Context: an optimization exercise on an open-source flow, tuned for small area. The choices shown serve that exercise and are no tape-out recipe.
Only simulation tests tie the RTL to the original design; equivalence was not proved.
Power figures rest on the tool's default switching activity, not on a simulated workload. The clock port is modelled as an ideal driver; clocking choices that lean on that would not hold on a real chip.

`flow/config.mk`:
```
export PLATFORM = sky130hd
export DESIGN_NAME = fetch_top
export DESIGN_NICKNAME = fetch_top
export VERILOG_FILES = /design/flow/design.v
export SDC_FILE = /design/flow/constraint.sdc
export NUM_CORES = 4
export LEC_CHECK = 0
export CAP_MARGIN = 20
export CORE_MARGIN = 2
export CORE_UTILIZATION = 70
export SLEW_MARGIN = 20
export SYNTH_HIERARCHICAL = 1
```
`flow/constraint.sdc`:
```
create_clock -name core_clock -period 12.0 [get_ports {clock}]
set_input_delay 2.4000 -clock core_clock [delete_from_list [all_inputs] [get_ports {clock}]]
set_output_delay 2.4000 -clock core_clock [all_outputs]
set_load 0.01 [all_outputs]
```
`flow/design.v`:
```
package fetch_pkg;
    typedef struct packed {
        logic [32-1:0] addr;
    } icache_req_t;
    typedef struct packed {
        logic                                   valid;
        logic [2*32-1:0]     data;
    } icache_rsp_t;
    typedef struct packed {
        logic                   valid;
        logic [32-1:0]  inst;
        logic [32-1:0]       pc;
        logic [32-1:0]       npc;
    } fetch_slot_t;
    typedef fetch_slot_t [2-1:0] fetch_packet_t;
endpackage
package predict_pkg;
    typedef enum logic [1:0] {
        CTR_STRONG_NT = 2'd0,
        CTR_WEAK_NT   = 2'd1,
        CTR_WEAK_T    = 2'd2,
        CTR_STRONG_T  = 2'd3
    } counter_t;
    typedef struct packed {
        logic               valid;
        logic [32-1:0]   pc;
        logic               taken;
        logic [32-1:0]   target;
    } resolve_t;
    typedef struct packed {
        logic               hit;
        logic               taken;
        logic [32-1:0]   target;
    } lookup_t;
endpackage
`timescale 1ns/1ns
module btb_entry (
    input  logic        clock,
    input  logic        wr,
    input  logic        hold,
    input  logic [9:0]  wr_tag,
    input  logic [11:0] wr_tgt,
    output logic        valid,
    output logic [9:0]  tag,
    output logic [11:0] tgt
);
    always_ff @(posedge clock) begin
        valid <= wr | (hold & valid);
        tag   <= ({10{wr}} & wr_tag) | ({10{hold}} & tag);
        tgt   <= ({12{wr}} & wr_tgt) | ({12{hold}} & tgt);
    end
endmodule
`timescale 1ns/1ns
module pred_entry (
    input  logic        clock,
    input  logic        wr,
    input  logic        hold,
    input  logic [19:0] wr_data,
    output logic [19:0] data
);
    always_ff @(posedge clock) begin
        data <= ({20{wr}} & wr_data) | ({20{hold}} & data);
    end
endmodule
`timescale 1ns/1ns
module sel_nor3 (
    input  logic [2:0] sel,
    input  logic [2:0] d,
    output logic       y_n
);
    assign y_n = ~|(sel & d);
endmodule
module onehot_read #(
    parameter int N = 2,
    parameter int W = 1
) (
    input  logic [N-1:0]   sel,
    input  logic [N*W-1:0] words,
    output logic [W-1:0]   q
);
    localparam int G = (N + 2) / 3;
    logic [3*G-1:0] sel_p;
    assign sel_p = {{(3*G-N){1'b0}}, sel};
    genvar b, g;
    generate
        for (b = 0; b < W; b++) begin : g_bit
            logic [3*G-1:0] d_p;
            logic [G-1:0]   grp_n;
            for (g = 0; g < N; g++) begin : g_d
                assign d_p[g] = words[g*W + b];
            end
            if (3*G > N) begin : g_pad
                assign d_p[3*G-1:N] = '0;
            end
            for (g = 0; g < G; g++) begin : g_grp
                sel_nor3 u_grp (
                    .sel (sel_p[3*g +: 3]),
                    .d   (d_p[3*g +: 3]),
                    .y_n (grp_n[g])
                );
            end
            assign q[b] = ~&grp_n;
        end
    endgenerate
endmodule
`timescale 1ns/1ns
module fetch_top (
    input  logic         clock,
    input  logic         reset,
    input  logic         if_valid,
    input  logic         take_branch,
    input  logic [31:0]  branch_target,
    input  logic         icache_rsp_valid,
    input  logic [63:0]  icache_rsp_data,
    input  logic         resolve_valid,
    input  logic [31:0]  resolve_pc,
    input  logic         resolve_taken,
    input  logic [31:0]  resolve_target,
    output logic [31:0]  icache_req_addr,
    output logic [1:0]   ib_valid,
    output logic [63:0]  ib_inst,
    output logic [63:0]  ib_pc,
    output logic [63:0]  ib_npc
);
    logic        r_valid;
    logic        r_taken;
    logic [5:0]  r_idx;
    logic [9:0]  r_tag;
    logic [11:0] r_tgt;
    always_ff @(posedge clock) begin
        r_valid <= resolve_valid & ~reset;
        r_taken <= resolve_taken;
        r_idx   <= resolve_pc[7:2];
        r_tag   <= resolve_pc[17:8];
        r_tgt   <= resolve_target[13:2];
    end
    logic [63:0] row;
    logic [63:0] row_hold;
    logic [63:0] btb_wr;
    logic [63:0] btb_hold;
    always_comb begin
        for (int j = 0; j < 64; j++) begin
            row[j]      = r_valid & ~reset & (r_idx == 6'(j));
            row_hold[j] = ~row[j] & ~reset;
            btb_wr[j]   = row[j] & r_taken;
            btb_hold[j] = ~btb_wr[j] & ~reset;
        end
    end
    logic [63:0] btb_v;
    logic [63:0][9:0]  btb_tag;
    logic [63:0][11:0] btb_tgt;
    logic [63:0][2:0]  hist;
    logic [63:0] pbit;
    logic [63:0][15:0] ctr;
    logic [2:0]  u_hist;
    logic [15:0] u_row;
    logic [7:0]  u_hdec;
    logic        u_c1, u_c0, u_n1, u_n0, u_p;
    logic [2:0]  u_hnew;
    logic [15:0] u_col;      
    logic [64*19-1:0] upd_words;
    always_comb begin
        for (int j = 0; j < 64; j++)
            upd_words[j*19 +: 19] = {hist[j], ctr[j]};
    end
    onehot_read #(.N(64), .W(19)) u_upd_read (
        .sel    (row),
        .words  (upd_words),
        .q      ({u_hist, u_row})
    );
    always_comb begin
        for (int h = 0; h < 8; h++)
            u_hdec[h] = (u_hist == 3'(h));
        u_c1 = u_row[2*u_hist+1];
        u_c0 = ~u_row[2*u_hist];
        u_n1 = (u_c1 & u_c0) | (u_c1 & r_taken) | (u_c0 & r_taken);
        u_n0 = (u_c1 & ~u_c0) | (u_c1 & r_taken) | (~u_c0 & r_taken);
        u_hnew = {u_hist[1:0], r_taken};
        u_p = (u_hnew == u_hist) ? u_n1 : u_row[2*u_hnew+1];
        for (int h = 0; h < 8; h++) begin
            u_col[2*h+1] = u_hdec[h] ? u_n1  : u_row[2*h+1];
            u_col[2*h]   = u_hdec[h] ? ~u_n0 : u_row[2*h];
        end
    end
    genvar gj;
    generate
        for (gj = 0; gj < 64; gj++) begin : g_entry
            btb_entry u_btb (
                .clock  (clock),
                .wr     (btb_wr[gj]),
                .hold   (btb_hold[gj]),
                .wr_tag (r_tag),
                .wr_tgt (r_tgt),
                .valid  (btb_v[gj]),
                .tag    (btb_tag[gj]),
                .tgt    (btb_tgt[gj])
            );
            pred_entry u_pred (
                .clock   (clock),
                .wr      (row[gj]),
                .hold    (row_hold[gj]),
                .wr_data ({u_p, u_hnew, u_col}),
                .data    ({pbit[gj], hist[gj], ctr[gj]})
            );
        end
    endgenerate
    logic [29:0] pc;         
    logic [29:0] pc_inc;     
    logic [29:0] pc_fall;    
    logic [4:0]  k_odd, k_even;
    logic [31:0] sel_odd, sel_even;
    logic [23:0] rd_odd, rd_even;    
    logic [32*24-1:0] odd_words, even_words;
    logic [9:0]  tag_even;
    logic        hit_odd, hit_even, tk_odd, tk_even;
    logic        tk0, tk1;
    logic [11:0] tgt0, tgt1;
    logic [29:0] pred_pc;
    logic        accept;
    assign pc_inc  = pc + 30'd1;
    assign pc_fall = pc + 30'd2;
    assign k_odd  = pc[5:1];
    assign k_even = pc[5:1] + 5'(pc[0]);
    always_comb begin
        for (int k = 0; k < 32; k++) begin
            sel_odd[k]  = (k_odd == 5'(k));
            sel_even[k] = (k_even == 5'(k));
        end
        for (int k = 0; k < 32; k++) begin
            even_words[k*24 +: 24] = {btb_v[2*k], pbit[2*k], btb_tag[2*k], btb_tgt[2*k]};
            odd_words[k*24 +: 24]  = {btb_v[2*k+1], pbit[2*k+1], btb_tag[2*k+1], btb_tgt[2*k+1]};
        end
    end
    onehot_read #(.N(32), .W(24)) u_even_read (
        .sel    (sel_even),
        .words  (even_words),
        .q      (rd_even)
    );
    onehot_read #(.N(32), .W(24)) u_odd_read (
        .sel    (sel_odd),
        .words  (odd_words),
        .q      (rd_odd)
    );
    assign tag_even = pc[15:6] + 10'(pc[5:0] == 6'h3f);
    assign hit_odd  = rd_odd[23]  & (rd_odd[21:12]  == pc[15:6]);
    assign hit_even = rd_even[23] & (rd_even[21:12] == tag_even);
    assign tk_odd   = hit_odd  & rd_odd[22];
    assign tk_even  = hit_even & rd_even[22];
    assign tk0  = pc[0] ? tk_odd  : tk_even;
    assign tk1  = pc[0] ? tk_even : tk_odd;
    assign tgt0 = pc[0] ? rd_odd[11:0]  : rd_even[11:0];
    assign tgt1 = pc[0] ? rd_even[11:0] : rd_odd[11:0];
    always_comb begin
        if (tk0)      pred_pc = {pc[29:12], tgt0};
        else if (tk1) pred_pc = {pc_inc[29:12], tgt1};
        else          pred_pc = pc_fall;
    end
    assign accept = if_valid & icache_rsp_valid & ~take_branch;
    always_ff @(posedge clock) begin
        if (reset)            pc <= '0;
        else if (take_branch) pc <= branch_target[31:2];
        else if (accept)      pc <= pred_pc;
    end
    assign icache_req_addr = {pc, 2'b00};
    logic        o_valid;
    logic [63:0] o_inst;
    logic [29:0] o_pc;
    logic        o_tk0, o_tk1;
    logic [11:0] o_tgt1;
    logic [29:0] o_pc1, o_pc2, o_npc0, o_npc1;
    always_ff @(posedge clock) begin
        o_valid <= accept & ~reset;
        o_inst  <= icache_rsp_data;
        o_pc    <= pc;
        o_tk0   <= tk0;
        o_tk1   <= tk1;
        o_tgt1  <= tgt1;
    end
    assign o_pc1  = o_pc + 30'd1;
    assign o_pc2  = o_pc + 30'd2;
    assign o_npc0 = o_tk0 ? pc : o_pc1;
    assign o_npc1 = ~o_tk1 ? o_pc2 : o_tk0 ? {o_pc1[29:12], o_tgt1} : pc;
    assign ib_valid = {o_valid & ~o_tk0, o_valid};
    assign ib_inst  = {64{o_valid}} & o_inst;
    assign ib_pc    = {64{o_valid}} & {o_pc1, 2'b00, o_pc, 2'b00};
    assign ib_npc   = {64{o_valid}} & {o_npc1, 2'b00, o_npc0, 2'b00};
endmodule
```
`flow/flow/run.sh`:
```
#!/bin/bash
# The standard layout, with single-strength port buffers and a clock
# tree built from larger sink clusters and without dummy loads.
set -euo pipefail
export BUFFER_PORTS_ARGS="-buffer_cell sky130_fd_sc_hd__buf_1"
export CTS_ARGS="-sink_clustering_enable -repair_clock_nets -dont_use_dummy_load -sink_clustering_size 25 -sink_clustering_max_diameter 100"
bash standard.sh > standard_flow.log 2>&1
```
`flow/standard.sh`:
```
#!/bin/bash
# synth_recipe.tcl (not shown) runs the flow's synth.tcl, then flattens the netlist and writes it again
# the make line also repeats each setting of config.mk as NAME=value (left out here)
make -C /OpenROAD-flow-scripts/flow DESIGN_CONFIG=/design/flow/config.mk WORK_HOME=/design/flow/orfs CLKGATE_MAP_FILE= SYNTH_SCRIPT=/design/flow/synth_recipe.tcl "${@:-finish}"
```
==> metrics.md, run 1 <==
| Metric | Value |
|---|---|
| GR Util All Layers | 0.4464 |
| Max Slew Vio Count | 0 |
| Int Power | 11.93 mW |
| Hold_ws | 467.5 ps |
| CTS root buf | clkbuf_16 |
| Sink Count | a little under 3000 |
| Max Root-Sink Buffers | 3 |
| Remaining DRCs | 0 |
| Initial DRC Count | around 16000 |
| DR WL/cell | between 30 and 40 um |
| WP data arrival | about 10000 ps |
| Worst skew pair latency | 810 ps |
| Core Rows | between 100 and 150 |
| Clock skew | between 50 and 60 ps |
| Post-synth EDFFs | 0 |
| Synth async-reset ratio | 0 |
| Final Hold Fails | 0 |
| #FFs+latches synth | between 2000 and 3000 |
| Initial Util | 0.7050 |
| First-pass GRT wire length | 539.3 mm |
| Synthesized cell area | 107200 um2 |
| Filler Cell Count | 10412 |
| Setup crit start kind | primary input |
| Avg Cell Area, Syn | 12.05 um2 |
| Fmax | ~100 MHz |
| Final setup viols | 0 |
| Gp weighted congestion | just over 1 |
| Area delta synth->final | 6.006% |
| Min-Delay Path Class | reg -> reg |
| Post-CTS sizing | 0 |
| Setup TNS | 0 ps |
| Full die area | around 160000 um2 |
| CP required | 12730 ps |
| Run status | finished clean |
| Combinational cell fraction of total power | 0.062 |
| CTS Hold Bufs | 0 |
| Slew HR | 0.1951 |
| Core area | ~150000 um2 |
| Seq. cell area | a little under 60000 um2 |
| Largest net degree at the start of global routing | 110 |
| Nature of the critical path endpoint | flop |
| Final nets | 9489 |
| Switching share of total power | 0.2466 |
| # port buffers | between 300 and 400 |
| Via count | just under 90000 |
| Final Cycle Share | 0.7976 |
| Part of the power in registers | 0.625 |
| P per Cell Area | 139.3 nW/um2 |
| Initial antenna violation count | 24 |
| Max cap viols | 0 |
| Final ANT Viol Nets | 0 |
| Worst-path clk slew | roughly 90 ps |
| Min cycle time layout | roughly 9600 ps |
| Peak supply drop | ~140 uV |
| DP Area | between 100000 and 150000 um2 |
| Synth cell types | between 70 and 80 |
| Routed wire length | approximately 370 mm |
| Switch Pwr | 3.906 mW |
| P_leak | 42.13 nW |
| Unrepaired setup endpoints after global routing | no |
| I/O pin count | slightly below 400 |
| Vias in the first global route | between 80000 and 90000 |
| Pre-antenna DRT Iters | 13 |
| Dpl hpwl | approximately 230 mm |
| Setup Fix Bufs, Post-CTS | 0 |
| Post-Synthesis Cells | slightly below 9000 |
| Sequential fraction of the synthesis area | 0.5454 |
| Area occupied by multi-input gates | between 40000 and 50000 um2 |
| Post-route cell area | 113700 um2 |
| Ys flop type | dfxtp_1 |
| TritonCTS clock tree | done |
| Gr ovfl total | 0 |
| Worst slew pin tran | approximately 1200 ps |
| Crit path max fanout | 74 |
| Setup CP Type | in -> reg |
| Yosys warns | 9 |
| Cts bufs inserted | 134 |
| Share of cells above drive strength 1 | 0.1092 |
| Routed vias/inst | a little under 8 |
| Die Wd | 395.4 um |
| Die Y | 395.4 um |
| Clock share of power | 0.314 |
| CTS H-tree depth | 4 |
[layout make-up]
| cell class | instances | share of cell area |
|---|---|---|
| Sequential cell | 2921 | 0.5153 |
| Multi-Input combinational cell | 5477 | 0.3940 |
| Timing Repair Buffer | 738 | 0.03743 |
| Clock buffer | 134 | 0.02950 |
| Tap cell | 2030 | 0.02235 |
| Inverter | 34 | 0.001145 |
| Antenna cell | 13 | 0.0002862 |
[Yosys stat by module (local to each module, per instance), a selection]
module      copies in the design  cell area, um2  flip-flops and latches  cells inside
fetch_top                      1           11400                     169          1610
btb_entry                     64           709.4                      23            50
pred_entry                    64           608.1                      20            44
sel_nor3                     946           10.01                       0             1
[power groups by stage]
stage | combinational [mW] | clock, mW | sequential [mW]
after global placement | 0.904 | 0 | 10.1
after CTS | 0.926 | 4.95 | 9.88
after floorplan | 0.513 | 0 | 10.0
after global routing | 1.00 | 5.29 | 9.89
final | 0.978 | 4.97 | 9.89
after detailed placement | 0.922 | 0 | 10.1
[state kept, by name (all words and copies together) (netlist names), 30 cells and up]
name,flops
o_pc,30
pc,30
o_inst,64
g_entry.u_pred.data,1280
g_entry.u_btb.valid,64
g_entry.u_btb.tgt,768
g_entry.u_btb.tag,640
[cell families after synthesis]
kind of cell,Yosys count,share of synthesized area
fa+ha+maj,18,0.002054
xor+xnor,93,0.007597
buf+inv,680,0.05291
mux,43,0.004983
compound gates,3913,0.3282
flops,2921,0.5454
other cells,4,0.0001400
simple gates,1228,0.05869
[Yosys cell counts (all sizes together) (3+ instances only)]
library cell	number	area, um2
a211oi	28	210.2
a21o	65	568.1
a21oi	60	300.3
a222oi	946	9469
a22o	2688	23700
a22oi	8	60.06
a31oi	13	111.4
and2	115	719.4
and3	18	112.6
and4	24	210.2
buf	548	5177
clkbuf	98	367.9
conb	4	15.01
dfxtp	2921	58480
ha	16	200.2
inv	34	127.6
mux2	13	146.4
mux2i	24	252.7
mux4	6	135.1
nand2	120	452.9
nand2b	15	93.84
nand3	90	450.4
nand4	213	1333
nor2	402	1528
nor2b	30	187.7
nor3	93	470.5
nor4	32	221.5
o211ai	22	165.2
o21a	13	97.59
o21ai	46	234.0
o221ai	3	26.28
o31a	3	26.28
o31ai	4	43.79
or2	3	18.77
or3	53	331.6
or4	14	108.9
xnor2	53	464.2
xor2	40	350.3
[worst max-delay path, cell delays in order]
cell      delay, ps
clkbuf_4        550
nand2b_1        220
or3b_2          490
buf_4           550
nor2_2           60
buf_4           280
a222oi_1        430
nand4_1         340
nor4_2          960
nand4_1         170
buf_4           400
mux4_2          590
mux2_2          290
maj3_1          700
o21ai_4         750
buf_4           600
a22o_1          250
[layout by cell type (no fill, tap or decap), types with 64 or more instances in the layout]
cell,n
nor2_2,105
nand4_1,213
conb_1,182
nor3_2,65
clkbuf_16,134
a22o_2,128
a222oi_1,946
and2_1,115
buf_4,394
dfxtp_1,2894
nand3_1,90
nand2_1,118
buf_1,342
nor2_1,265
a21o_2,64
a22o_1,2560
[routing by layer]
| metal | up-vias | global-route usage | part of all wire |
|---|---|---|---|
| met3 | 1038 | 0.1453 | 0.15 |
| met1 | 44184 | 0.6002 | 0.37 |
| met2 | 6772 | 0.6386 | 0.42 |
| met4 | 22 | 0.2366 | 0.061 |
| li1 | 37375 | - | - |
| met5 | - | 0 | 0.00038 |
[metrics by stage]
| step | utilization | cells | worst slack, ps | total power, mW |
|---|---|---|---|---|
| 4_1_cts | 0.7470 | 11334 | 2764 | 15.76 |
| 3_3_place_gp | 0.7248 | 11200 | 2118 | 11.00 |
| 6_report | 0.7474 | 11347 | 2429 | 15.84 |
| 3_5_place_dp | 0.7249 | 11200 | 1978 | 11.03 |
| 5_1_grt | 0.7472 | 11335 | 2205 | 16.19 |
| 2_1_floorplan | - | 9078 | 671.3 | 10.55 |
[final timing paths]
path	from	endpoint	slack, ps	cells past startpoint
setup / recovery	reset	g_entry[50].u_pred.data[13]	2430	17
hold / removal	g_entry[23].u_btb.valid	g_entry[23].u_btb.valid	470	1
setup reg to reg	r_idx[1]	g_entry[50].u_pred.data[13]	4100	15
hold reg to reg	g_entry[23].u_btb.valid	g_entry[23].u_btb.valid	470	1
==> run 2, diff against run 1 <==
--- a/flow/design.v
+++ b/flow/design.v
@@ -57,14 +57,16 @@
     input  logic        hold,
-    input  logic [19:0] wr_data,
-    output logic [19:0] data
-);
-    always_ff @(posedge clock) begin
-        data <= ({20{wr}} & wr_data) | ({20{hold}} & data);
-    end
-endmodule
-`timescale 1ns/1ns
-module sel_nor3 (
-    input  logic [2:0] sel,
-    input  logic [2:0] d,
-    output logic       y_n
+    input  logic [18:0] wr_data,
+    output logic [18:0] data
+);
+    always_ff @(posedge clock) begin
+        data <= ({19{wr}} & wr_data) | ({19{hold}} & data);
+    end
+endmodule
+`timescale 1ns/1ns
+module sel_nor #(
+    parameter int K = 3
+) (
+    input  logic [K-1:0] sel,
+    input  logic [K-1:0] d,
+    output logic         y_n
 );
@@ -80,5 +82,5 @@
 );
-    localparam int G = (N + 2) / 3;
-    logic [3*G-1:0] sel_p;
-    assign sel_p = {{(3*G-N){1'b0}}, sel};
+    localparam int F = N / 3;
+    localparam int R = N % 3;
+    localparam int G = F + (R > 0 ? 1 : 0);
     genvar b, g;
@@ -86,15 +88,19 @@
         for (b = 0; b < W; b++) begin : g_bit
-            logic [3*G-1:0] d_p;
-            logic [G-1:0]   grp_n;
+            logic [N-1:0] d;
+            logic [G-1:0] grp_n;
             for (g = 0; g < N; g++) begin : g_d
-                assign d_p[g] = words[g*W + b];
+                assign d[g] = words[g*W + b];
             end
-            if (3*G > N) begin : g_pad
-                assign d_p[3*G-1:N] = '0;
+            for (g = 0; g < F; g++) begin : g_grp
+                sel_nor #(.K(3)) u_grp (
+                    .sel (sel[3*g +: 3]),
+                    .d   (d[3*g +: 3]),
+                    .y_n (grp_n[g])
+                );
             end
-            for (g = 0; g < G; g++) begin : g_grp
-                sel_nor3 u_grp (
-                    .sel (sel_p[3*g +: 3]),
-                    .d   (d_p[3*g +: 3]),
-                    .y_n (grp_n[g])
+            if (R > 0) begin : g_rest
+                sel_nor #(.K(R)) u_grp (
+                    .sel (sel[3*F +: R]),
+                    .d   (d[3*F +: R]),
+                    .y_n (grp_n[F])
                 );
@@ -156,5 +162,6 @@
     logic [15:0] u_row;
-    logic [7:0]  u_hdec;
-    logic        u_c1, u_c0, u_n1, u_n0, u_p;
+    logic        u_c1, u_c0, u_n1, u_n0;
     logic [2:0]  u_hnew;
+    logic [2:0]  u_delta;
+    logic [15:0] u_step;     
     logic [15:0] u_col;      
@@ -162,4 +169,6 @@
     always_comb begin
-        for (int j = 0; j < 64; j++)
+        for (int j = 0; j < 64; j++) begin
             upd_words[j*19 +: 19] = {hist[j], ctr[j]};
+            pbit[j] = ctr[j][1];
+        end
     end
@@ -171,14 +180,11 @@
     always_comb begin
-        for (int h = 0; h < 8; h++)
-            u_hdec[h] = (u_hist == 3'(h));
-        u_c1 = u_row[2*u_hist+1];
-        u_c0 = ~u_row[2*u_hist];
+        u_c1 = u_row[1];
+        u_c0 = ~u_row[0];
         u_n1 = (u_c1 & u_c0) | (u_c1 & r_taken) | (u_c0 & r_taken);
         u_n0 = (u_c1 & ~u_c0) | (u_c1 & r_taken) | (~u_c0 & r_taken);
-        u_hnew = {u_hist[1:0], r_taken};
-        u_p = (u_hnew == u_hist) ? u_n1 : u_row[2*u_hnew+1];
-        for (int h = 0; h < 8; h++) begin
-            u_col[2*h+1] = u_hdec[h] ? u_n1  : u_row[2*h+1];
-            u_col[2*h]   = u_hdec[h] ? ~u_n0 : u_row[2*h];
-        end
+        u_hnew  = {u_hist[1:0], r_taken};
+        u_delta = u_hist ^ u_hnew;
+        u_step  = {u_row[15:2], u_n1, ~u_n0};
+        for (int k = 0; k < 8; k++)
+            u_col[2*k +: 2] = u_step[2*(k ^ int'(u_delta)) +: 2];
     end
@@ -201,4 +207,4 @@
                 .hold    (row_hold[gj]),
-                .wr_data ({u_p, u_hnew, u_col}),
-                .data    ({pbit[gj], hist[gj], ctr[gj]})
+                .wr_data ({u_hnew, u_col}),
+                .data    ({hist[gj], ctr[gj]})
             );
--- a/flow/config.mk
+++ b/flow/config.mk
@@ -9,3 +9,3 @@
 export CORE_MARGIN = 2
-export CORE_UTILIZATION = 70
+export CORE_UTILIZATION = 65
 export SLEW_MARGIN = 20
==> metrics.md, run 2 <==
| Metric | Value |
|---|---|
| Final ANT Viol Nets | 0 |
| Synth top area cells | dfxtp_1, a22o_1, a222oi_1 |
| Worst skew pair latency | around 810 ps |
| Fmax | about 110 MHz |
| Die Wd | about 410 um |
| CP required | 12690 ps |
| WP data arrival | approximately 9500 ps |
| Final nets | approximately 9000 |
| HP Start | pc[20] |
| Min cycle time layout | between 8000 and 9000 ps |
| I/O pin count | 393 |
| Nature of the critical path endpoint | flop |
| Area delta synth->final | 4.272% |
| Filler Cell Count | 12110 |
| Post-Synthesis Cells | between 8000 and 9000 |
| Remaining DRCs | 0 |
| #FFs+latches synth | around 2900 |
| Setup crit start kind | primary input |
| WHS Path Cells | 0 |
| Reg with most FFs | g_entry.u_pred.data |
| First-pass GRT wire length | 536.6 mm |
| Peak supply drop | 159.8 uV |
| Most common cell after layout, fill and taps aside | dfxtp_1 |
| Avg Cell Area, Syn | ~12 um2 |
| Cts bufs inserted | approximately 130 |
| Worst slew pin tran | 1259 ps |
| Clock skew | 69.38 ps |
| Reg2reg path depth | 16 |
| Buf/Inv on CP | 9 |
| Synth async-reset ratio | 0 |
| Top-count cell post-synth | dfxtp_1 |
| Final Cycle Share | 0.7332 |
| DR WL/cell | 32.97 um |
| Initial DRC Count | 14959 |
| Synthesized cell area | 106200 um2 |
| Worst-path clk slew | around 90 ps |
| CTS root buf | clkbuf_16 |
| Unrepaired setup endpoints after global routing | no |
| Vias in the first global route | 80494 |
| Largest net degree at the start of global routing | about 100 |
| Gr ovfl total | 0 |
| TritonCTS clock tree | done |
| Via count | slightly below 90000 |
| Critical path's slowest cell | nor4_1 |
| Max Root-Sink Buffers | 3 |
| Final Hold Fails | 0 |
| Setup CP Type | in -> reg |
| Core area | approximately 160000 um2 |
| Commonest non-fill, non-tap cells in the layout | dfxtp_1, a22o_1, a222oi_1, buf_4, buf_1 |
| Initial antenna violation count | 23 |
| Setup Fix Bufs, Post-CTS | 0 |
| Most used cell, CP | buf_4 |
| Hold_ws | 454.0 ps |
| Post-synth top cells | dfxtp_1, a22o_1, a222oi_1 |
| Hold Crit Endpoint | o_pc[20] |
| Max cap viols | 0 |
| Yosys warns | 9 |
| CP Cell Sequence | clkbuf_4, clkinv_1, buf_4, nand2_1, nor2_1, nand2_1, buf_4, nor2_4, buf_4, a222oi_1, nand4_1, nor4_1, nand4_1, buf_4, inv_1, nor2_1, nor2_1, buf_4, mux2i_1, mux2i_1, nand2_1, nand2_2, buf_4, a22o_1 |
| Share of cells above drive strength 1 | 0.1067 |
| Slowest stage delay, CP | between 800 and 900 ps |
| Min-Delay Path Class | reg -> reg |
| P_leak | ~41 nW |
| Sequential fraction of the synthesis area | 0.5388 |
| Setup TNS | 0 ps |
| Ys flop type | dfxtp_1 |
| Final Power | approximately 15 mW |
| Slew HR | 0.1532 |
| Core Rows | between 100 and 150 |
| Top Registers | g_entry.u_pred.data: 1216 flops, g_entry.u_btb.tgt: 768 flops, g_entry.u_btb.tag: 640 flops |
| R2r setup slk | approximately 4800 ps |
| Max reg flops | around 1200 |
| Post-CTS sizing | 0 |
| Routed vias/inst | a little under 8 |
| Final setup viols | 0 |
| Die Y | 408.1 um |
| Gp weighted congestion | around 0.99 |
| CP delay by family, top | simple AND/OR/NAND/NOR gates |
| Sink Count | ~2900 |
| Crit path max fanout | 76 |
| Post-synth EDFFs | 0 |
| CTS Hold Bufs | 0 |
| CTS H-tree depth | 4 |
| Run status | finished clean |
| Full die area | approximately 170000 um2 |
| # port buffers | between 300 and 400 |
| Cell taking the most area after synthesis | dfxtp_1 |
| P per Cell Area | between 100 and 150 nW/um2 |
| Reg2reg start | pc[3] |
| Reg2reg end | pc[28] |
| Max Slew Vio Count | 0 |
| Pre-antenna DRT Iters | 10 |
| Post-synth top area share | 0.5388 |
| Dpl hpwl | around 230 mm |
| Synth cell types | 65 |
| Initial Util | 0.6537 |
| Routed wire length | between 300 and 400 mm |
| GR Util All Layers | 0.4186 |
## run 2: changes by cell type after synthesis, sizes merged, moves of 48 or more
cell and delta:
and2 +55, nor3 -69, a22o -64, a222oi -67, a22oi +48, dfxtp -64
## run 2: how the worst max path moves through the flow
stage | depth (start not counted) | from | end
2_1_floorplan | 16 | reset | g_entry[0].u_pred.data[11]
3_3_place_gp | 20 | reset | g_entry[37].u_pred.data[2]
3_5_place_dp | 20 | reset | g_entry[45].u_pred.data[2]
4_1_cts | 20 | reset | g_entry[36].u_pred.data[2]
5_1_grt | 24 | reset | g_entry[53].u_pred.data[2]
6_report | 24 | reset | g_entry[36].u_pred.data[2]
## run 2: area by class of cell
| class | instances | area [um2] | share of cell area |
|---|---|---|---|
| diodes | 10 | 25.02 | 0.0002261 |
| clock buffers | 132 | 3303 | 0.02984 |
| inverters | 23 | 86.33 | 0.0007799 |
| multi-input cells | 5242 | 43200 | 0.3902 |
| flip-flops and latches | 2857 | 57290 | 0.5175 |
| well taps | 2175 | 2721 | 0.02458 |
| repair buffers | 715 | 4080 | 0.03686 |
## run 2: report_power, final
group	total [mW]	internal (mW)	switching, mW
sequential	9.65	9.51	0.143
clock	4.89	1.98	2.91
combinational	0.606	0.118	0.488
## run 2: cell families (layout without fill, tap and decap cells)
group / after synthesis / count (layout) / share of synthesized area
AND/OR/NAND/NOR: 1237 / 1237 / 0.05860
flip-flops: 2857 / 2857 / 0.5388
adder cells (fa/ha/maj): 12 / 12 / 0.001414
XOR/XNOR: 100 / 100 / 0.008250
AO/OA/AOI/OAI: 3818 / 3818 / 0.3241
buffers and inverters: 664 / 870 / 0.06255
other: 1 / 20 / 0.00003532
multiplexers: 65 / 65 / 0.006270
## run 2: through the flow
stage | instances | area [um2] | worst slack [ps] | utilization
3_3_place_gp | 11010 | 107300 | 2447 | 0.6607
3_5_place_dp | 11011 | 107300 | 2321 | 0.6608
2_1_floorplan | 8763 | 106200 | 908.4 | -
4_1_cts | 11143 | 110600 | 3130 | 0.6811
6_report | 11154 | 110700 | 3202 | 0.6816
5_1_grt | 11145 | 110700 | 3080 | 0.6815
## run 2: metal layers
| metal | GRT usage | up-vias | share of wire |
|---|---|---|---|
| met5 | 0 | - | 0.00031 |
| met4 | 0.2367 | 18 | 0.065 |
| met3 | 0.09655 | 958 | 0.12 |
| met2 | 0.6262 | 6269 | 0.43 |
| met1 | 0.5581 | 43206 | 0.38 |
| li1 | - | 36324 | - |
## run 2: worst reg2reg max path: stages (launching register included)
cell and delay, ps:
dfxtp_1 590, nand2b_1 750, nor2_1 90, a31oi_1 190, buf_4 250, nor2_2 180, buf_4 280, a222oi_1 410
nand4_1 550, or3_1 680, xor2_1 190, nor4_2 420, nor4b_4 820, mux2i_1 430, o2111ai_2 440, or4_1 570
a311oi_1 270
## run 2: Yosys stat by module (local to each module, per instance), excerpt
module / cells / flops+latches / cell area (um2) / copies in the design
btb_entry: 50 / 23 / 709.4 / 64
fetch_top: 1595 / 169 / 11150 / 1
pred_entry: 42 / 19 / 595.6 / 64
==> run 3, diff against run 2 <==
--- a/flow/design.v
+++ b/flow/design.v
@@ -100,3 +100,9 @@
             end
-            if (R > 0) begin : g_rest
+            if (R == 2) begin : g_rest3
+                sel_nor #(.K(3)) u_grp (
+                    .sel (sel[N-3 +: 3]),
+                    .d   (d[N-3 +: 3]),
+                    .y_n (grp_n[F])
+                );
+            end else if (R == 1) begin : g_rest
                 sel_nor #(.K(R)) u_grp (
==> metrics.md, run 3 <==
| Metric | Value |
|---|---|
| Die Wd | 407.9 um |
| Setup crit start | reset |
| Initial antenna violation count | 35 |
| CP required | between 10000 and 15000 ps |
| Die Y | approximately 400 um |
| Reg2reg end | pc[26] |
| CTS H-tree depth | 4 |
| R2r setup slk | roughly 4200 ps |
| Nature of the critical path endpoint | flop |
| # port buffers | around 340 |
| Max reg flops | between 1000 and 1500 |
| Final setup viols | 0 |
| DR WL/cell | ~34 um |
| Reg2reg start | pc[0] |
| Setup crit start kind | primary input |
| P per Cell Area | 137.4 nW/um2 |
| CTS Hold Bufs | 0 |
| Vias in the first global route | 79960 |
| Fmax | between 90 and 100 MHz |
| Setup Fix Bufs, Post-CTS | 0 |
| Filler Cell Count | 12268 |
| Final Power | between 15 and 20 mW |
| Max cap viols | 0 |
| WP data arrival | ~11000 ps |
| Peak supply drop | 170.4 uV |
| Pre-antenna DRT Iters | 11 |
| Reg with most FFs | g_entry.u_pred.data |
| Full die area | 166400 um2 |
| Yosys warns | 9 |
| Max Root-Sink Buffers | 3 |
| Top-count cell post-synth | dfxtp_1 |
| P_leak | 40.76 nW |
| Final Cycle Share | 0.8594 |
| Clock skew | between 50 and 60 ps |
| Gp weighted congestion | ~1 |
| Via count | between 80000 and 90000 |
| Core area | around 160000 um2 |
| I/O pin count | between 300 and 400 |
| Post-CTS sizing | 0 |
| Post-synth EDFFs | 0 |
| Min cycle time layout | a little over 10000 ps |
| Synth async-reset ratio | 0 |
| Dpl hpwl | approximately 240 mm |
| Seq. cell area | 57290 um2 |
| Synthesized cell area | 106000 um2 |
| Worst-path clk slew | around 100 ps |
| Initial DRC Count | about 16000 |
| Initial Util | 0.6530 |
| Setup TNS | 0 ps |
| Area delta synth->final | 4.118% |
| Avg Cell Area, Syn | approximately 12 um2 |
| Worst setup path endpoint | g_entry[36].u_pred.data[1] |
| Synth cell types | between 60 and 70 |
| Cts bufs inserted | ~130 |
| Most common cell after layout, fill and taps aside | dfxtp_1 |
| GR Util All Layers | 0.4277 |
| Worst slew pin tran | 1280 ps |
| Area occupied by multi-input gates | approximately 43000 um2 |
| Routed vias/inst | just under 8 |
| #FFs+latches synth | 2857 |
| Routed wire length | between 300 and 400 mm |
| Ys flop type | dfxtp_1 |
| Share of cells above drive strength 1 | 0.09911 |
| Core Rows | roughly 150 |
| Sequential fraction of the synthesis area | 0.5394 |
| Gr ovfl total | 0 |
| Sink Count | between 2000 and 3000 |
| Post-synth top cells | dfxtp_1, a22o_1, a222oi_1 |
| Min-Delay Path Class | reg -> reg |
| Crit path max fanout | 76 |
| First-pass GRT wire length | between 500 and 600 mm |
| Top Registers | g_entry.u_pred.data: 1216 flops, g_entry.u_btb.tgt: 768 flops, g_entry.u_btb.tag: 640 flops |
| CTS root buf | clkbuf_16 |
| Unrepaired setup endpoints after global routing | no |
| Largest net degree at the start of global routing | approximately 130 |
| Max Slew Vio Count | 0 |
| Final ANT Viol Nets | 0 |
| Worst skew pair latency | 840 ps |
| Final nets | slightly above 9000 |
| Final Hold Fails | 0 |
| Synth top area cells | dfxtp_1, a22o_1, a222oi_1 |
| Commonest non-fill, non-tap cells in the layout | dfxtp_1, a22o_1, a222oi_1, buf_4, buf_1 |
| Slew HR | 0.1388 |
| Setup CP Type | in -> reg |
| Reg2reg path depth | 17 |
| Run status | finished clean |
| Remaining DRCs | 0 |
| Post-Synthesis Cells | between 8000 and 9000 |
| Post-synth top area share | 0.5394 |
| Cell taking the most area after synthesis | dfxtp_1 |
| TritonCTS clock tree | done |
==> run 3: cell types whose count changed in the layout (fill, tap and decap cells not counted), sizes merged <==
cell,change
diode,+2
a222oi,+48
a22oi,-48
buf,-19
==> run 3: power by group <==
part | switching [mW] | leakage (nW) | internal, mW
combinational | 0.469 | 16.1 | 0.117
sequential | 0.156 | 23.1 | 9.51
clock | 2.93 | 1.63 | 1.98
total | 3.56 | 40.8 | 11.6
==> run 3: cells by family after synthesis <==
family / count (synthesis) / share of synthesized area
AO/OA/AOI/OAI: 3818 / 0.3234
XOR/XNOR: 100 / 0.008259
adder cells (fa/ha/maj): 12 / 0.001416
buffers and inverters: 664 / 0.06262
flip-flops: 2857 / 0.5394
multiplexers: 65 / 0.006277
other: 1 / 0.00003536
AND/OR/NAND/NOR: 1237 / 0.05867
==> run 3: worst max-delay path: stages <==
cell	delay, ps
clkbuf_4	460
clkinv_1	780
nand2_1	350
or3_1	680
buf_4	390
nor2_2	130
buf_4	270
a222oi_1	410
nand4_1	290
nor4_1	1040
nand4_1	170
buf_4	430
inv_1	190
nor2_1	80
nor2_1	570
buf_4	290
mux2i_1	110
nand2_1	80
o21ai_0	230
o21ai_4	810
buf_4	560
a22o_1	230
==> run 3: per-module statistics from Yosys (local to each module, per instance), excerpt <==
module / area [um2] / flip-flops and latches
fetch_top: 11150 / 169
btb_entry: 709.4 / 23
pred_entry: 595.6 / 19
==> run 3: area by class of cell <==
class	instances	area share
Tap cell	2175	0.02465
Sequential cell	2857	0.5189
Inverter	23	0.0007819
Antenna cell	12	0.0002720
Multi-Input combinational cell	5242	0.3896
Timing Repair Buffer	696	0.03590
Clock buffer	132	0.02992
==> run 3: through the flow <==
| step | cells | area, um2 | hold WS [ps] | util | setup WS (ps) |
|---|---|---|---|---|---|
| floorplan | 8763 | 106100 | 390.3 | - | 908.4 |
| global placement | 10989 | 107000 | 443.1 | 0.6588 | 1473 |
| detailed placement | 10989 | 107000 | 447.4 | 0.6589 | 1448 |
| CTS | 11121 | 110300 | 471.3 | 0.6793 | 2271 |
| global route | 11131 | 110400 | 478.7 | 0.6798 | 1749 |
| finish | 11137 | 110400 | 470.3 | 0.6799 | 1687 |
==> run 3: worst min path at each step <==
stage / startpoint / end / slack, ps / cells past startpoint
floorplan: pc[10] / o_pc[10] / 390 / 0
global placement: g_entry[54].u_btb.valid / g_entry[54].u_btb.valid / 440 / 1
detailed placement: g_entry[12].u_btb.valid / g_entry[12].u_btb.valid / 450 / 1
CTS: g_entry[27].u_btb.valid / g_entry[27].u_btb.valid / 470 / 1
global route: g_entry[56].u_btb.valid / g_entry[56].u_btb.valid / 480 / 1
finish: g_entry[56].u_btb.valid / g_entry[56].u_btb.valid / 470 / 1
==> run 3: per-layer routing <==
| metal | global-route usage | routed length [um] | vias up |
|---|---|---|---|
| met5 | 0 | 213 | - |
| met4 | 0.3526 | 36630 | 24 |
| met3 | 0.09104 | 39860 | 1324 |
| met2 | 0.6486 | 163900 | 5931 |
| met1 | 0.5244 | 133700 | 42712 |
| li1 | - | - | 36391 |
==> run 4, diff against run 3 <==
==> flow/flow/run.sh (replaced) <==
#!/bin/bash
# The standard layout, with single-strength port buffers and a clock
# tree built from larger sink clusters and without dummy loads.
set -euo pipefail
export BUFFER_PORTS_ARGS="-buffer_cell sky130_fd_sc_hd__buf_1"
export CTS_ARGS="-sink_clustering_enable -repair_clock_nets -dont_use_dummy_load -sink_clustering_size 28 -sink_clustering_max_diameter 100"
bash standard.sh > standard_flow.log 2>&1
==> metrics.md, run 4 <==
| Metric | Value |
|---|---|
| Final Hold Fails | 0 |
| Largest family of logic cells by synthesized area | compound AO/OA/AOI/OAI gates |
| Max reg flops | between 1000 and 1500 |
| Cts bufs inserted | roughly 110 |
| CTS H-tree depth | 3 |
| Run status | finished clean |
| Max Root-Sink Buffers | 3 |
| Via count | 86382 |
| Cell taking the most area after synthesis | dfxtp_1 |
| Post-Synthesis Cells | between 8000 and 9000 |
| Final nets | about 9100 |
| Synth cell types | 64 |
| Critical path's slowest cell | nor4_1 |
| CTS root buf | clkbuf_16 |
| CP Cell Sequence | clkbuf_4, clkinv_1, nand2_1, nor2_1, nand2_1, nor2_4, buf_4, a222oi_1, nand4_1, nor4_1, nand4_1, buf_4, inv_1, nor2_1, nor2_1, buf_4, mux2i_1, nand2_1, o21ai_0, o21ai_4, buf_4, a22o_1 |
| Peak supply drop | between 100 and 150 uV |
| Post-synth top area share | 0.5394 |
| Slew HR | 0.1379 |
| Area delta synth->final | 3.669% |
| Final ANT Viol Nets | 0 |
| Synth Area in Simple Gates | 0.05867 |
| Post-Synth XOR/XNOR Area | 0.008259 |
| Initial DRC Count | around 16000 |
| Yosys warns | 9 |
| Worst slew pin tran | roughly 1300 ps |
| Compound-Gate Fraction of Synth Area | 0.3234 |
| Synth async-reset ratio | 0 |
| Final Power | roughly 15 mW |
| Reg with most FFs | g_entry.u_pred.data |
| CP required | 12720 ps |
| Share of cells above drive strength 1 | 0.09731 |
| Remaining DRCs | 0 |
| Crit path max fanout | 76 |
| Max cap viols | 0 |
| Gp weighted congestion | around 1 |
| WP data arrival | between 10000 and 15000 ps |
| Core area | between 150000 and 200000 um2 |
| I/O pin count | 393 |
| Routed wire length | 374.2 mm |
| Nature of the critical path endpoint | flop |
| Vias in the first global route | 79982 |
| Slowest stage delay, CP | 1050 ps |
| Initial Util | 0.6530 |
| Setup crit start kind | primary input |
| CTS Hold Bufs | 0 |
| Synth Area in Adders | 0.001416 |
| Avg Cell Area, Syn | 12.11 um2 |
| Clock skew | 58.89 ps |
| First-pass GRT wire length | ~540 mm |
| Min cycle time layout | between 10000 and 15000 ps |
| Pre-antenna DRT Iters | 14 |
| Proportion of synthesized area in mux cells | 0.006277 |
| Sequential fraction of the synthesis area | 0.5394 |
| Top-count cell post-synth | dfxtp_1 |
| Gr ovfl total | 0 |
| Top Registers | g_entry.u_pred.data: 1216 flops, g_entry.u_btb.tgt: 768 flops, g_entry.u_btb.tag: 640 flops |
| Post-synth top cells | dfxtp_1, a22o_1, a222oi_1 |
| Area occupied by multi-input gates | approximately 43000 um2 |
| Full die area | 166400 um2 |
| Commonest non-fill, non-tap cells in the layout | dfxtp_1, a22o_1, a222oi_1, buf_4, buf_1 |
| Sink Count | between 2000 and 3000 |
| Worst skew pair latency | approximately 800 ps |
| Ys flop type | dfxtp_1 |
| Seq. cell area | between 50000 and 60000 um2 |
| P_leak | 40.52 nW |
| Largest net degree at the start of global routing | roughly 130 |
| Most used cell, CP | buf_4 |
| Worst-path clk slew | 110 ps |
| Initial antenna violation count | 31 |
| GR Util All Layers | 0.4266 |
| #FFs+latches synth | 2857 |
| Max Slew Vio Count | 0 |
| Min-Delay Path Class | reg -> reg |
| # port buffers | ~340 |
| Routed vias/inst | slightly below 8 |
| Final Cycle Share | 0.8568 |
| Filler Cell Count | between 10000 and 15000 |
| DR WL/cell | roughly 34 um |
| Post-CTS sizing | 0 |
| Dpl hpwl | about 240 mm |
| Pre-CTS WS | 1448 ps |
| Die Wd | about 400 um |
| Unrepaired setup endpoints after global routing | no |
| Core Rows | 148 |
| Setup Fix Bufs, Post-CTS | 0 |
| Setup CP Type | in -> reg |
| Most common cell after layout, fill and taps aside | dfxtp_1 |
| Synthesized cell area | around 110000 um2 |
| Final setup viols | 0 |
| P per Cell Area | approximately 130 nW/um2 |
| Fmax | between 90 and 100 MHz |
| Setup TNS | 0 ps |
| Synth top area cells | dfxtp_1, a22o_1, a222oi_1 |
| TritonCTS clock tree | done |
| Die Y | between 400 and 500 um |
| Core Util, Final | 0.6769 |
| Slack of the critical path | 1718 ps |
| Post-synth EDFFs | 0 |
run 4: cell counts after synthesis:
Identical to the previous run, type by type.
run 4: Yosys stat by module, one instance, submodules excluded, excerpt:
module / flip-flops and latches / cells / copies in the design
btb_entry: 23 / 50 / 64
fetch_top: 169 / 1595 / 1
pred_entry: 19 / 42 / 64
run 4: layer usage:
layer	vias up	wire [um]	track usage
li1	36367	-	-
met1	42768	134100	0.5248
met2	6034	164800	0.6520
met3	1201	40170	0.08723
met4	12	35020	0.3421
met5	-	137	0
run 4: path summary, 6_finish.rpt:
check | startpoint | to | slack [ps] | cells after the start
worst max register to register | pc[0] | pc[26] | 4140 | 18
worst min-delay path | g_entry[2].u_btb.valid | g_entry[2].u_btb.valid | 470 | 1
worst max-delay path | reset | g_entry[59].u_pred.data[1] | 1720 | 22
worst min register to register | g_entry[2].u_btb.valid | g_entry[2].u_btb.valid | 470 | 1
run 4: logic make-up after synthesis:
kind of cell | count (synthesis)
compound gates | 3818
flops | 2857
simple gates | 1237
other cells | 1
fa+ha+maj | 12
xor+xnor | 100
mux | 65
buf+inv | 664
run 4: where the power goes:
| part | total (mW) | switching [mW] | leakage (nW) | internal, mW |
|---|---|---|---|---|
| clock | 4.55 | 2.87 | 1.38 | 1.67 |
| combinational | 0.587 | 0.470 | 16.1 | 0.117 |
| sequential | 9.67 | 0.157 | 23.1 | 9.51 |
run 4: area by class of cell:
cell class | count | area share
antenna | 16 | 0.0003642
sequential | 2857 | 0.5211
clock buffer | 112 | 0.02549
tap | 2175 | 0.02475
timing repair buffer | 696 | 0.03606
inverter | 23 | 0.0007853
multi-input combinational | 5242 | 0.3914
run 4: worst max-delay path: cells and delay by family:
kind                   cells  cell delay [ps]
AOI/OAI and AO/OA          4             1740
buffers and inverters      7             3040
muxes                      1              110
and+or+nand+nor           10             3590
run 4: metrics by stage:
stage          cell area (um2)  instances  hold slack, ps
2_1_floorplan           106100       8763           390.3
3_3_place_gp            107000      10989           443.1
3_5_place_dp            107000      10989           447.4
4_1_cts                 109800      11101           473.7
5_1_grt                 109900      11113           477.2
6_report                109900      11121           473.2

-- port drivers added, routing unchanged --
Ports are ideal in the flow. The routed layouts listed here were re-timed in OpenROAD. Step 1 sets driving cells, clkbuf_16 on the clock port and buf_2 on the other inputs (assumed; they add their load-dependent delay and slew). Step 2, shift: input delay + t, output delay - t, t = (earliest + latest rising clock arrival at the registers) / 2. This alone moves slack from input paths to output paths. Three values: ideal ports, drivers, drivers and shift; two values: the first two.
| run | t, ns | setup slack, ns | hold WS [ns] | worst register clock-pin slew, ns |
|---|---|---|---|---|
| run 1 | 0.870 | 2.429 / 2.496 / 1.626 | 0.468 / 0.468 / 0.468 | 0.11 / 0.11 |
| run 2 | 0.862 | 3.202 / 3.252 / 2.390 | 0.454 / 0.454 / 0.454 | 0.11 / 0.11 |
| run 3 | 0.903 | 1.687 / 1.741 / 0.838 | 0.470 / 0.470 / 0.470 | 0.11 / 0.11 |
| run 4 | 0.865 | 1.718 / 1.777 / 0.911 | 0.473 / 0.473 / 0.473 | 0.12 / 0.12 |
After both steps setup and hold are still met in every run listed. The setup slack of run 3, which loses most, moves by +0.054 ns with the drivers and by -0.849 ns with both steps.
